This is an optimization exercise on Yosys and OpenROAD, whose aim is small area, not a production implementation.
Only simulation tests tie the RTL to the original design; equivalence was not proved.
Power and IR drop assume default switching activity.

## flow/config.mk

```make
export PLATFORM = sky130hd
export DESIGN_NAME = scan_top
export DESIGN_NICKNAME = scan_top
export VERILOG_FILES = /design/flow/design.v
export SDC_FILE = /design/flow/constraint.sdc
export NUM_CORES = 4
export LEC_CHECK = 0
export CAP_MARGIN = 20
export CORE_MARGIN = 2
export CORE_UTILIZATION = 40
export SLEW_MARGIN = 20
```

## flow/constraint.sdc

```tcl
create_clock -name core_clock -period 6.0 [get_ports {scan_clk}]
set_input_delay 1.2000 -clock core_clock [delete_from_list [all_inputs] [get_ports {scan_clk}]]
set_output_delay 1.2000 -clock core_clock [all_outputs]
set_load 0.01 [all_outputs]
```

## flow/design.v

```verilog
`default_nettype none
package scan_pkg;
	typedef struct packed {
		logic [8-1:0] hpf_biasn;
		logic [8-1:0] hpf_biasp;
		logic [8-1:0] ctle_cm_vref;
		logic [8-1:0] abuf_cm_vref;
	} fe_bias_t;
	typedef struct packed {
		logic [2-1:0] sel;
		logic [0:8-1][6-1:0] ctrl;
		logic [8-1:0] ctrln;
		logic [8-1:0] ctrlp;
	} cp16g_t;
	typedef struct packed {
		logic [0:16-1][8-1:0] lane;
	} casc_bias_t;
	typedef struct packed {
		logic [0:16-1][6-1:0] ctrl;
	} cp8g_t;
	typedef struct packed {
		logic [0:16-1][2-1:0] lane;
	} lane_bias2_t;
	typedef struct packed {
		logic [0:8-1][8-1:0] biasn;
		logic [0:8-1][8-1:0] biasp;
	} hpf_bias_t;
	typedef struct packed {
		logic en_div_4to1;
		logic ringosc_en;
		logic [9-1:0] amux;
		logic [16-1:0] sel_clk_inv;
	} misc_ctrl_t;
	typedef struct packed {
		logic [12-1:0] addr;
		logic [128-1:0] data;
	} scan_frame_t;
	typedef enum logic [3:0] {
		CHAIN_FE_BIAS = 4'd0,
		CHAIN_CP16G = 4'd1,
		CHAIN_TNH1_CASC = 4'd2,
		CHAIN_TNH2_CASC = 4'd3,
		CHAIN_CP8G = 4'd4,
		CHAIN_VTC = 4'd5,
		CHAIN_SF = 4'd6,
		CHAIN_TNH2_BIAS = 4'd7,
		CHAIN_HPF = 4'd8,
		CHAIN_MISC = 4'd9,
		CHAIN_TNH1_BIAS = 4'd10,
		CHAIN_NONE = 4'd11
	} scan_chain_e;
endpackage
`default_nettype wire
`timescale 1ns/1ps
`default_nettype none
module scan_shift_frame
(
	input  logic        scan_clk,
	input  logic        rst,
	input  logic        scan_en,
	input  logic        scan_in,
	output scan_pkg::scan_frame_t frame,
	output logic        update,
	output logic        scan_out
);
	logic [140-1:0] shift_q;
	logic scan_en_q;
	logic scan_en_qq;
	always_ff @(posedge scan_clk) begin
		if (rst) begin
			shift_q <= '0;
		end else if (scan_en) begin
			shift_q <= {shift_q[140-2:0], scan_in};
		end
	end
	always_ff @(posedge scan_clk) begin
		if (rst) begin
			scan_en_q <= 1'b0;
			scan_en_qq <= 1'b0;
		end else begin
			scan_en_q <= scan_en;
			scan_en_qq <= scan_en_q;
		end
	end
	assign update = scan_en_qq & ~scan_en_q;
	assign frame = shift_q;
	assign scan_out = shift_q[140-1];
endmodule
`default_nettype wire
`timescale 1ns/1ps
`default_nettype none
module scan_addr_decode
(
	input  logic [12-1:0] addr,
	input  logic                    update,
	output logic [11-1:0] load_en
);
	scan_pkg::scan_chain_e chain;
	always_comb begin
		case (addr)
			12'd300:   chain = scan_pkg::CHAIN_FE_BIAS;
			12'd100:     chain = scan_pkg::CHAIN_CP16G;
			12'd500: chain = scan_pkg::CHAIN_TNH1_CASC;
			12'd800: chain = scan_pkg::CHAIN_TNH2_CASC;
			12'd200:      chain = scan_pkg::CHAIN_CP8G;
			12'd1000:       chain = scan_pkg::CHAIN_VTC;
			12'd700:        chain = scan_pkg::CHAIN_SF;
			12'd900: chain = scan_pkg::CHAIN_TNH2_BIAS;
			12'd400:       chain = scan_pkg::CHAIN_HPF;
			12'd1100:      chain = scan_pkg::CHAIN_MISC;
			12'd600: chain = scan_pkg::CHAIN_TNH1_BIAS;
			default:              chain = scan_pkg::CHAIN_NONE;
		endcase
	end
	always_comb begin
		load_en = '0;
		if (update && (chain != scan_pkg::CHAIN_NONE)) begin
			load_en[chain] = 1'b1;
		end
	end
endmodule
`default_nettype wire
`timescale 1ns/1ps
`default_nettype none
module scan_cfg_bank
(
	input  logic                    scan_clk,
	input  logic                    rst,
	input  logic [128-1:0] data,
	input  logic [11-1:0] load_en,
	output scan_pkg::fe_bias_t                fe_bias,
	output scan_pkg::cp16g_t                  cp16g,
	output scan_pkg::casc_bias_t              tnh1_casc,
	output scan_pkg::casc_bias_t              tnh2_casc,
	output scan_pkg::cp8g_t                   cp8g,
	output scan_pkg::lane_bias2_t             vtc_bias,
	output scan_pkg::lane_bias2_t             sf_bias,
	output scan_pkg::lane_bias2_t             tnh2_bias,
	output scan_pkg::hpf_bias_t               hpf_bias,
	output scan_pkg::misc_ctrl_t              misc_ctrl,
	output scan_pkg::lane_bias2_t             tnh1_bias
);
	localparam logic [31:0] FE_BIAS_RST = {
		8'd175,  
		8'd175,  
		8'd175,  
		8'd163   
	};
	localparam logic [65:0] CP16G_RST = {
		2'd2,
		6'd38, 6'd36, 6'd42, 6'd40, 6'd32, 6'd36, 6'd20, 6'd18,
		8'd0,
		8'd255
	};
	localparam logic [127:0] TNH1_CASC_RST = {16{8'd165}};
	localparam logic [127:0] TNH2_CASC_RST = {16{8'd128}};
	localparam logic [95:0] CP8G_RST = {
		6'd22, 6'd24, 6'd24, 6'd30, 6'd24, 6'd26, 6'd28, 6'd28,
		6'd26, 6'd26, 6'd26, 6'd26, 6'd18, 6'd26, 6'd26, 6'd28
	};
	localparam logic [31:0] LANE_BIAS2_RST = '0;
	localparam logic [127:0] HPF_RST = {2*8{8'd179}};
	localparam logic [26:0] MISC_RST = {1'b0, 1'b0, 9'd1, 16'd0};
	always_ff @(posedge scan_clk) begin
		if (rst) begin
			fe_bias <= FE_BIAS_RST;
			cp16g <= CP16G_RST;
			tnh1_casc <= TNH1_CASC_RST;
			tnh2_casc <= TNH2_CASC_RST;
			cp8g <= CP8G_RST;
			vtc_bias <= LANE_BIAS2_RST;
			sf_bias <= LANE_BIAS2_RST;
			tnh2_bias <= LANE_BIAS2_RST;
			hpf_bias <= HPF_RST;
			misc_ctrl <= MISC_RST;
			tnh1_bias <= LANE_BIAS2_RST;
		end else begin
			if (load_en[scan_pkg::CHAIN_FE_BIAS])
				fe_bias <= data[31:0];
			if (load_en[scan_pkg::CHAIN_CP16G])
				cp16g <= data[65:0];
			if (load_en[scan_pkg::CHAIN_TNH1_CASC])
				tnh1_casc <= data[127:0];
			if (load_en[scan_pkg::CHAIN_TNH2_CASC])
				tnh2_casc <= data[127:0];
			if (load_en[scan_pkg::CHAIN_CP8G])
				cp8g <= data[95:0];
			if (load_en[scan_pkg::CHAIN_VTC])
				vtc_bias <= data[31:0];
			if (load_en[scan_pkg::CHAIN_SF])
				sf_bias <= data[31:0];
			if (load_en[scan_pkg::CHAIN_TNH2_BIAS])
				tnh2_bias <= data[31:0];
			if (load_en[scan_pkg::CHAIN_HPF])
				hpf_bias <= data[127:0];
			if (load_en[scan_pkg::CHAIN_MISC])
				misc_ctrl <= data[26:0];
			if (load_en[scan_pkg::CHAIN_TNH1_BIAS])
				tnh1_bias <= data[31:0];
		end
	end
endmodule
`default_nettype wire
`timescale 1ns/1ps
`default_nettype none
module scan_top
(
	input  logic        scan_clk,
	input  logic        rst,
	input  logic        scan_en,
	input  logic        scan_in,
	output logic        scan_out,
	output logic [31:0]  fe_bias,
	output logic [65:0]  cp16g,
	output logic [127:0] tnh1_casc,
	output logic [127:0] tnh2_casc,
	output logic [95:0]  cp8g,
	output logic [31:0]  vtc_bias,
	output logic [31:0]  sf_bias,
	output logic [31:0]  tnh2_bias,
	output logic [127:0] hpf_bias,
	output logic [26:0]  misc_ctrl,
	output logic [31:0]  tnh1_bias
);
	scan_pkg::scan_frame_t frame;
	logic update;
	logic [11-1:0] load_en;
	scan_shift_frame u_shift_frame (
		.scan_clk(scan_clk),
		.rst(rst),
		.scan_en(scan_en),
		.scan_in(scan_in),
		.frame(frame),
		.update(update),
		.scan_out(scan_out)
	);
	scan_addr_decode u_addr_decode (
		.addr(frame.addr),
		.update(update),
		.load_en(load_en)
	);
	scan_cfg_bank u_cfg_bank (
		.scan_clk(scan_clk),
		.rst(rst),
		.data(frame.data),
		.load_en(load_en),
		.fe_bias(fe_bias),
		.cp16g(cp16g),
		.tnh1_casc(tnh1_casc),
		.tnh2_casc(tnh2_casc),
		.cp8g(cp8g),
		.vtc_bias(vtc_bias),
		.sf_bias(sf_bias),
		.tnh2_bias(tnh2_bias),
		.hpf_bias(hpf_bias),
		.misc_ctrl(misc_ctrl),
		.tnh1_bias(tnh1_bias)
	);
endmodule
`default_nettype wire
```

## flow/run.sh

```bash
#!/bin/bash
# synth_recipe.tcl (not shown) runs the flow's synth.tcl, then flattens the netlist and writes it again
# the make line also repeats each setting of config.mk as NAME=value (left out here)
make -C /OpenROAD-flow-scripts/flow DESIGN_CONFIG=/design/flow/config.mk WORK_HOME=/design/flow/orfs CLKGATE_MAP_FILE= SYNTH_SCRIPT=/design/flow/synth_recipe.tcl finish
```

==> results of run 1 <==
==> worst paths after layout <==
| kind | from | end | slack, ns |
|---|---|---|---|
| worst min-delay path | u_cfg_bank.fe_bias[3]$_SDFFE_PP0P_ | u_cfg_bank.fe_bias[3]$_SDFFE_PP0P_ | 0.46 |
| worst min register to register | u_cfg_bank.fe_bias[3]$_SDFFE_PP0P_ | u_cfg_bank.fe_bias[3]$_SDFFE_PP0P_ | 0.46 |
| worst max-delay path | u_shift_frame.shift_q[131]$_SDFFE_PP0P_ | u_cfg_bank.tnh1_casc[30]$_SDFFE_PP0P_ | 0.81 |
| worst max register to register | u_shift_frame.shift_q[131]$_SDFFE_PP0P_ | u_cfg_bank.tnh1_casc[30]$_SDFFE_PP0P_ | 0.81 |
==> power by group through the flow <==
stage                     Sequential, mW  Combinational [mW]  Clock [mW]
final                               5.81               0.260        6.15
after global routing                5.81               0.280        6.51
after CTS                           5.81               0.262        6.29
after detailed placement            5.94               0.262           0
after global placement              5.94               0.265           0
after floorplan                     5.94               0.203           0
==> Yosys cell counts, drive strengths merged, types with 2 or more instances <==
cell / count
o41ai: 16
o2111ai: 2
and4bb: 2
nor2b: 4
o31ai: 23
or3b: 2
buf: 99
a21oi: 51
dfxtp: 875
nand3: 8
o21a: 3
or4: 3
nor4: 4
and3b: 3
ha: 2
nor3: 11
mux2: 2
o21ai: 2
nand3b: 23
nand4: 43
inv: 3
mux2i: 803
or3: 4
nor2: 489
and2: 5
nand2b: 528
clkbuf: 172
nor3b: 4
nor4b: 5
nand2: 71
==> cells by family (layout without fill, tap and decap cells) <==
logic type / Yosys count / count (layout)
and+or+nand+nor: 1216 / 1216
buffers and inverters: 274 / 960
adders and majority gates: 2 / 2
AOI/OAI and AO/OA: 106 / 106
muxes: 805 / 805
DFF: 875 / 875
==> routing by layer <==
metal	global-route usage, %	wire (microns)
met3	7.81	9350
met4	7.21	2870
met2	40.6	52100
met5	0	0
met1	31.2	47600
==> cells in the final DEF (no fill, tap or decap), types with 23 or more instances in the layout <==
cell	synthesis	final
a21oi_1	50	50
buf_4	19	35
clkbuf_16	0	97
clkdlybuf4s50_1	0	735
dfxtp_1	875	875
mux2i_1	803	803
nand2_1	71	70
nand2b_1	528	528
nand3b_1	23	23
nand4_1	43	43
nor2_1	489	489
o31ai_1	23	23
==> registers in the layout (all words and copies together), names as in the netlist <==
signal,count
u_cfg_bank.tnh1_casc,128
u_cfg_bank.cp8g,96
u_cfg_bank.hpf_bias,128
u_cfg_bank.vtc_bias,32
u_cfg_bank.tnh2_bias,32
u_shift_frame.scan_en_qq,1
u_cfg_bank.tnh2_casc,128
u_cfg_bank.misc_ctrl,27
u_cfg_bank.cp16g,66
u_shift_frame.shift_q,140
u_cfg_bank.tnh1_bias,32
u_cfg_bank.sf_bias,32
u_shift_frame.scan_en_q,1
u_cfg_bank.fe_bias,32
==> worst min-delay path, cell delays in order (launching register included) <==
cell,delay [ns]
dfxtp_1,0.31
nand2_1,0.05
a21oi_1,0.05
==> final cells by class <==
type | count | area [sq um] | share of cell area (%)
timing repair buffer | 783 | 7870 | 17.4
multi-input combinational | 2129 | 15200 | 33.6
clock inverter | 37 | 526 | 1.16
inverter | 3 | 11.3 | 0.0248
tap | 1134 | 1420 | 3.13
clock buffer | 137 | 2780 | 6.13
sequential | 875 | 17500 | 38.6
==> metrics.yaml, run 1 <==
yosys.cell_types.count: 57
peakVddDrop_mv: 0.253
cts_tree: "yes"
finalSetupViolCount: 0
post_cts_buffers: 0
fin_ws_ns: 0.812
syn_avg_cell_area_sq_um: 10.3
cts.sinks: 875
maxClockFrequency_ghz: 0.193
cpMostUsedCell: "inv_1"
synthXorXnorAreaFrac_pct: 0
min_path_cells: 2
crit_fanout: 30
rows: 106
finish.instance_area_sq_um: 45300
reg2reg_depth: 13
switching_share_pct: 21.7
hold_class: "reg2reg"
synth_fa_ha_area_share_pct: 0.0739
drc: 0
clk_path_buf_depth: 3
firstDrtPassIters: 5
worst_pin_slew_ns: 1.03
viasPerCell: 4.90
grt_max_degree: 214
worst_path_max_delay_cell: "or3_4"
core_sq_um: 83700
num_antenna_cells: 0
detail_route.wl_per_cell_microns: 22.0
grt_pass1_vias: 24300
crit_type: "reg2reg"
hpwl_microns: 76300
yosys.area.top_type_share_pct: 51.8
synth_edf_count: 0
synthArstFlopShare_pct: 0
grt_usage_pct: 24.8
cp_data_required_time_ns: 6.56
crit_family: "simple AND/OR/NAND/NOR gates"
layout.cells.non_filler: 5098
cts-buffers-inserted: 94
ys_seq_area_share_pct: 51.8
crit_arrival_ns: 5.74
p_sw_mw: 2.65
vias: 25000
placed_area_sq_um: 42000
synth_top_family_by_area: "multiplexers"
cp_cell_sequence: "nor4b_2 > a22oi_1 > o211ai_1 > or3b_1 > nand3_1 > inv_1 > ha_1 > inv_1 > nor3_1 > or3_1 > or3_4 > buf_12 > mux2i_1"
synthFlopType: "dfxtp_1"
routed_wl_microns: 112000
finalMaxSlewViolations: 0
period_share_pct: 86.5
ioPinCount: 738
final_util_pct: 54.2
synth.mux.area_fraction_pct: 23.8
fin_crit_ns: 5.19
drive_gt1_share_pct: 5.90
finalClockSkew_ns: 0.0260
worstSkewPairLatency_ns: 0.65
ys_warn_count: 3
synth-simple-area-share_pct: 18.6
rsz0062_at_grt: "false"
synth-compound-area-share_pct: 2.06
hold_buffers: 0
synth_top_cell_by_area: "dfxtp_1"
critPathCaptureType: "flip-flop"
path_clk_slew_ns: 0.06
slowest_delay_ns: 0.79
totalPowerFinal_mw: 12.2
gp_congestion: 0.811
start_util_pct: 40.4
grt.overflow.total: 0
startpoint_type: "flip-flop"
nFillCells: 7535
grt_pass1_wl_microns: 163000
slew_headroom_pct: 31.1
root_buffer: "clkbuf_16"
power_frac_comb_pct: 2.1
run_status: "finished clean"
htreeDepth: 3
fin_hold_ws_ns: 0.458
drv_cap: 0
die_x_microns: 295
path_buf_inv: 3
p_seq_share_pct: 47.6
ant_nets: 0
synth_nets: 3284
final.setup.tns_ns: 0
antenna_found_initial: 1
die_y_microns: 295
drtIter0Drc: 1267
ctsResizeCount: 0
intPower_mw: 9.57
place_inst: 4924
ys_ff_latch: 875
dp_slack_ns: 0.821
p_leak_nw: 19.1
p_per_area_nw_per_um2: 270
io_buffers: 737
dieArea_sq_um: 86900
synth.area.top_cells: "dfxtp_1, mux2i_1, nand2b_1, nor2_1, clkbuf_1"
p_clk_share_pct: 50.3
synth_cells: 3278
synth_area_sq_um: 33800
path_depth: 13
area_delta_synth_final_pct: 34.0
finalHoldViolCount: 0
final_nets: 3892
==> inputs of run 2 (changes only) <==
--- a/flow/design.v
+++ b/flow/design.v
@@ -163,39 +163,31 @@
 	localparam logic [26:0] MISC_RST = {1'b0, 1'b0, 9'd1, 16'd0};
+	logic [128-1:0] d0;
+	logic [128-1:0] d1;
+	logic [11-1:0] ld;
+	assign d0 = data & {128{~rst}};
+	assign d1 = data | {128{rst}};
+	assign ld = load_en | {11{rst}};
 	always_ff @(posedge scan_clk) begin
-		if (rst) begin
-			fe_bias <= FE_BIAS_RST;
-			cp16g <= CP16G_RST;
-			tnh1_casc <= TNH1_CASC_RST;
-			tnh2_casc <= TNH2_CASC_RST;
-			cp8g <= CP8G_RST;
-			vtc_bias <= LANE_BIAS2_RST;
-			sf_bias <= LANE_BIAS2_RST;
-			tnh2_bias <= LANE_BIAS2_RST;
-			hpf_bias <= HPF_RST;
-			misc_ctrl <= MISC_RST;
-			tnh1_bias <= LANE_BIAS2_RST;
-		end else begin
-			if (load_en[scan_pkg::CHAIN_FE_BIAS])
-				fe_bias <= data[31:0];
-			if (load_en[scan_pkg::CHAIN_CP16G])
-				cp16g <= data[65:0];
-			if (load_en[scan_pkg::CHAIN_TNH1_CASC])
-				tnh1_casc <= data[127:0];
-			if (load_en[scan_pkg::CHAIN_TNH2_CASC])
-				tnh2_casc <= data[127:0];
-			if (load_en[scan_pkg::CHAIN_CP8G])
-				cp8g <= data[95:0];
-			if (load_en[scan_pkg::CHAIN_VTC])
-				vtc_bias <= data[31:0];
-			if (load_en[scan_pkg::CHAIN_SF])
-				sf_bias <= data[31:0];
-			if (load_en[scan_pkg::CHAIN_TNH2_BIAS])
-				tnh2_bias <= data[31:0];
-			if (load_en[scan_pkg::CHAIN_HPF])
-				hpf_bias <= data[127:0];
-			if (load_en[scan_pkg::CHAIN_MISC])
-				misc_ctrl <= data[26:0];
-			if (load_en[scan_pkg::CHAIN_TNH1_BIAS])
-				tnh1_bias <= data[31:0];
-		end
+		if (ld[scan_pkg::CHAIN_FE_BIAS])
+			fe_bias <= (FE_BIAS_RST & d1[31:0]) | (~FE_BIAS_RST & d0[31:0]);
+		if (ld[scan_pkg::CHAIN_CP16G])
+			cp16g <= (CP16G_RST & d1[65:0]) | (~CP16G_RST & d0[65:0]);
+		if (ld[scan_pkg::CHAIN_TNH1_CASC])
+			tnh1_casc <= (TNH1_CASC_RST & d1) | (~TNH1_CASC_RST & d0);
+		if (ld[scan_pkg::CHAIN_TNH2_CASC])
+			tnh2_casc <= (TNH2_CASC_RST & d1) | (~TNH2_CASC_RST & d0);
+		if (ld[scan_pkg::CHAIN_CP8G])
+			cp8g <= (CP8G_RST & d1[95:0]) | (~CP8G_RST & d0[95:0]);
+		if (ld[scan_pkg::CHAIN_VTC])
+			vtc_bias <= d0[31:0];
+		if (ld[scan_pkg::CHAIN_SF])
+			sf_bias <= d0[31:0];
+		if (ld[scan_pkg::CHAIN_TNH2_BIAS])
+			tnh2_bias <= d0[31:0];
+		if (ld[scan_pkg::CHAIN_HPF])
+			hpf_bias <= (HPF_RST & d1) | (~HPF_RST & d0);
+		if (ld[scan_pkg::CHAIN_MISC])
+			misc_ctrl <= (MISC_RST & d1[26:0]) | (~MISC_RST & d0[26:0]);
+		if (ld[scan_pkg::CHAIN_TNH1_BIAS])
+			tnh1_bias <= d0[31:0];
 	end
==> metrics.yaml, run 2 <==
dp_slack_ns: 1.29  # +0.470 ns
worstSkewPairLatency_ns: 0.62  # -0.03 ns
io_buffers: 737  # unchanged
totalPowerFinal_mw: 13.5  # +10%
largest_reg_flops: 140  # unchanged
largest_register: "u_shift_frame.shift_q"
min_path_cells: 1  # -1
finish.instance_area_sq_um: 40700  # -10%
gp_congestion: 0.839  # +3.5%
peakVddDrop_mv: 0.257  # +1.6%
num_antenna_cells: 0  # unchanged
ctsResizeCount: 0  # unchanged
hold_buffers: 0  # unchanged
grt.overflow.total: 0  # unchanged
fin_ws_ns: 1.23  # +0.414 ns
placed_area_sq_um: 37800  # -10%
period_share_pct: 79.6  # -6.9 points
detail_route.wl_per_cell_microns: 23.9  # +8.7%
critPathCaptureType: "flip-flop"
synth_area_sq_um: 29200  # -14%
post_cts_buffers: 0  # unchanged
cts-buffers-inserted: 87  # -7.4%
synth_top_cell_by_area: "edfxtp_1"
synth_cells: 1531  # -53%
finalClockSkew_ns: 0.0288  # +0.00274 ns
slew_headroom_pct: 33.6  # +2.6 points
finalMaxSlewViolations: 0  # unchanged
drtIter0Drc: 1206  # -4.8%
hpwl_microns: 54300  # -29%
area_delta_synth_final_pct: 39.5
ys_seq_area_share_pct: 85.2  # +33 points
clk_path_buf_depth: 3  # unchanged
crit_arrival_ns: 5.02  # -0.72 ns
ys_ff_latch: 875  # unchanged
cp_data_required_time_ns: 6.25  # -0.31 ns
ant_nets: 0  # unchanged
ioPinCount: 738  # unchanged
startpoint_type: "flip-flop"
nFillCells: 5654  # -25%
viasPerCell: 4.80  # -2.1%
synth.most_common_cell: "edfxtp_1"
maxClockFrequency_ghz: 0.209  # +8.7%
fin_crit_ns: 4.77  # -0.414 ns
root_buffer: "clkbuf_16"
final_cell_mix: "clkdlybuf4s50_1, edfxtp_1, nor2_1"
finalHoldViolCount: 0  # unchanged
dieArea_sq_um: 75100  # -14%
grt_usage_pct: 20.6  # -4.2 points
grt_pass1_wl_microns: 113000  # -31%
p_leak_nw: 14.7  # -23%
cp_cell_sequence: "or4b_1 > o22a_1 > nor2_2 > nor3b_1 > a31oi_4 > inv_2 > ha_1 > and2_1 > and4bb_1 > a31o_4 > buf_4"
htreeDepth: 3  # unchanged
hold_class: "reg2reg"
drc: 0  # unchanged
antenna_found_initial: 0  # -1
routed_wl_microns: 79700  # -29%
start_util_pct: 40.2  # -0.26 points
worst_path_max_delay_cell: "a31o_4"
final.setup.tns_ns: 0  # unchanged
final_common_cell: "clkdlybuf4s50_1"
grt_pass1_vias: 16100  # -34%
worst_pin_slew_ns: 0.995  # -0.0387 ns
reg2reg_depth: 11  # -2
crit_fanout: 39  # +30%
yosys-top-cells-count: "edfxtp_1, nor2_1, dfxtp_1"
run_status: "finished clean"
grt_max_degree: 136  # -36%
slowest_delay_ns: 0.68  # -0.11 ns
rows: 99  # -6.6%
path_clk_slew_ns: 0.06  # about the same
drv_cap: 0  # unchanged
vias: 16000  # -36%
cts.sinks: 875  # unchanged
p_per_area_nw_per_um2: 331  # +23%
firstDrtPassIters: 5  # unchanged
synth.area.top_cells: "edfxtp_1, dfxtp_1, mux2i_1, nor2b_1, or2_2"
syn_avg_cell_area_sq_um: 19.0  # +85%
yosys.area.top_type_share_pct: 75.5  # +24 points
crit_type: "reg2reg"
drive_gt1_share_pct: 12.1  # +6.2 points
die_x_microns: 274  # -7.1%
synth_edf_count: 733  # +733
yosys.cell_types.count: 57  # unchanged
ys_warn_count: 3  # unchanged
core_sq_um: 72600  # -13%
final_nets: 2314  # -41%
die_y_microns: 274  # -7.1%
synth_nets: 1537  # -53%
synthArstFlopShare_pct: 0  # unchanged
finalSetupViolCount: 0  # unchanged
rsz0062_at_grt: "false"
cts_tree: "yes"
synthFlopType: "edfxtp_1"
-- run 2: cell types whose count changed after synthesis, sizes merged, moves of 51 or more --
cell    before  now
a21oi       51    0
nand2b     528    3
dfxtp      875  142
nand2       71    1
nor2b        4  125
clkbuf     172   51
nor2       489  145
or2          1  112
buf         99   13
edfxtp       0  733
mux2i      803  140
-- run 2: kinds of logic (layout without fill, tap and decap cells) --
kind of cell	after synthesis	in the layout	share of synthesized area [%]
and+or+nand+nor	422	422	8.07
xor gates and xnor gates	1	1	0.0300
adders and majority gates	2	2	0.0858
muxes	140	140	4.80
buffers and inverters	66	915	0.888
AOI/OAI and AO/OA	25	25	0.905
DFF	875	875	85.2
-- run 2: worst max-delay path, delay by kind of cell, from the launching register on --
kind / cells / cell delay, ns
DFF: 1 / 0.61
buffers and inverters: 2 / 0.69
adders and majority gates: 1 / 0.33
and+or+nand+nor: 5 / 1.40
AOI/OAI and AO/OA: 3 / 1.25
-- run 2: per-stage QoR --
| stage | hold WS [ns] | cells | util [%] |
|---|---|---|---|
| 6_report | 0.469 | 3339 | 56.0 |
| 5_1_grt | 0.494 | 3339 | 56.0 |
| 4_1_cts | 0.474 | 3339 | 56.0 |
| 3_5_place_dp | 0.462 | 3178 | 52.0 |
| 3_3_place_gp | 0.452 | 3178 | 52.0 |
| 2_1_floorplan | 0.439 | 1531 | - |
-- run 2: layout make-up --
class	instances	area, sq um	share of cell area [%]
flip-flops and latches	875	24900	61.1
multi-input cells	590	4110	10.1
inverters	2	7.51	0.0185
clock inverters	55	579	1.42
well taps	959	1200	2.95
clock buffers	106	2340	5.75
repair buffers	752	7590	18.7
-- run 2: path summary, 6_finish.rpt --
| check | slack (ns) | to | start |
|---|---|---|---|
| setup / recovery | 1.23 | u_cfg_bank.tnh1_casc[16]$_DFFE_PP_ | u_shift_frame.shift_q[133]$_SDFFE_PP0P_ |
| hold / removal | 0.47 | u_shift_frame.scan_en_qq$_SDFF_PP0_ | u_shift_frame.scan_en_q$_SDFF_PP0_ |
| setup reg to reg | 1.23 | u_cfg_bank.tnh1_casc[16]$_DFFE_PP_ | u_shift_frame.shift_q[133]$_SDFFE_PP0P_ |
| hold reg to reg | 0.47 | u_shift_frame.scan_en_qq$_SDFF_PP0_ | u_shift_frame.scan_en_q$_SDFF_PP0_ |
-- run 2: report_power, final --
group          switching [mW]  leakage [nW]  internal, mW
Combinational           0.534          4.90         0.501
Sequential             0.0948          8.40          6.86
Clock                    2.28          1.43          3.19
Total                    2.91          14.7          10.6
-- run 2: routing by layer --
layer / part of all wire (%) / up-vias / track usage, %
met2: 50 / 620 / 35.2
met3: 8.6 / 93 / 6.80
met5: 0 / - / 0
met4: 2.1 / 0 / 5.41
li1: - / 7200 / -
met1: 39 / 8107 / 25.1

-- port drivers added, routing unchanged --
Ports are ideal in the flow. The routed layouts listed here were re-timed in OpenROAD. Step 1: set_driving_cell puts a clkbuf_16 on scan_clk and a buf_2 on each other input, an assumption about the parent block. Step 2 times the ports against the registers' clock, not the clock port: input delays grow and output delays shrink by t, the midpoint of the rising clock arrivals with the driver on. Slacks: no drivers / after step 1 / after step 2; pairs: no drivers / after step 1.
| run | shift t [ns] | setup WS [ns] | clock arrival spread, ns | slew at the worst register clock pin (ns) |
|---|---|---|---|---|
| run 1 | 0.705 | 0.812 / 0.812 / 0.812 | 0.026 / 0.026 | 0.07 / 0.07 |
| run 2 | 0.671 | 1.226 / 1.226 / 1.226 | 0.032 / 0.032 | 0.07 / 0.07 |
After both steps setup and hold are still met in every run listed.
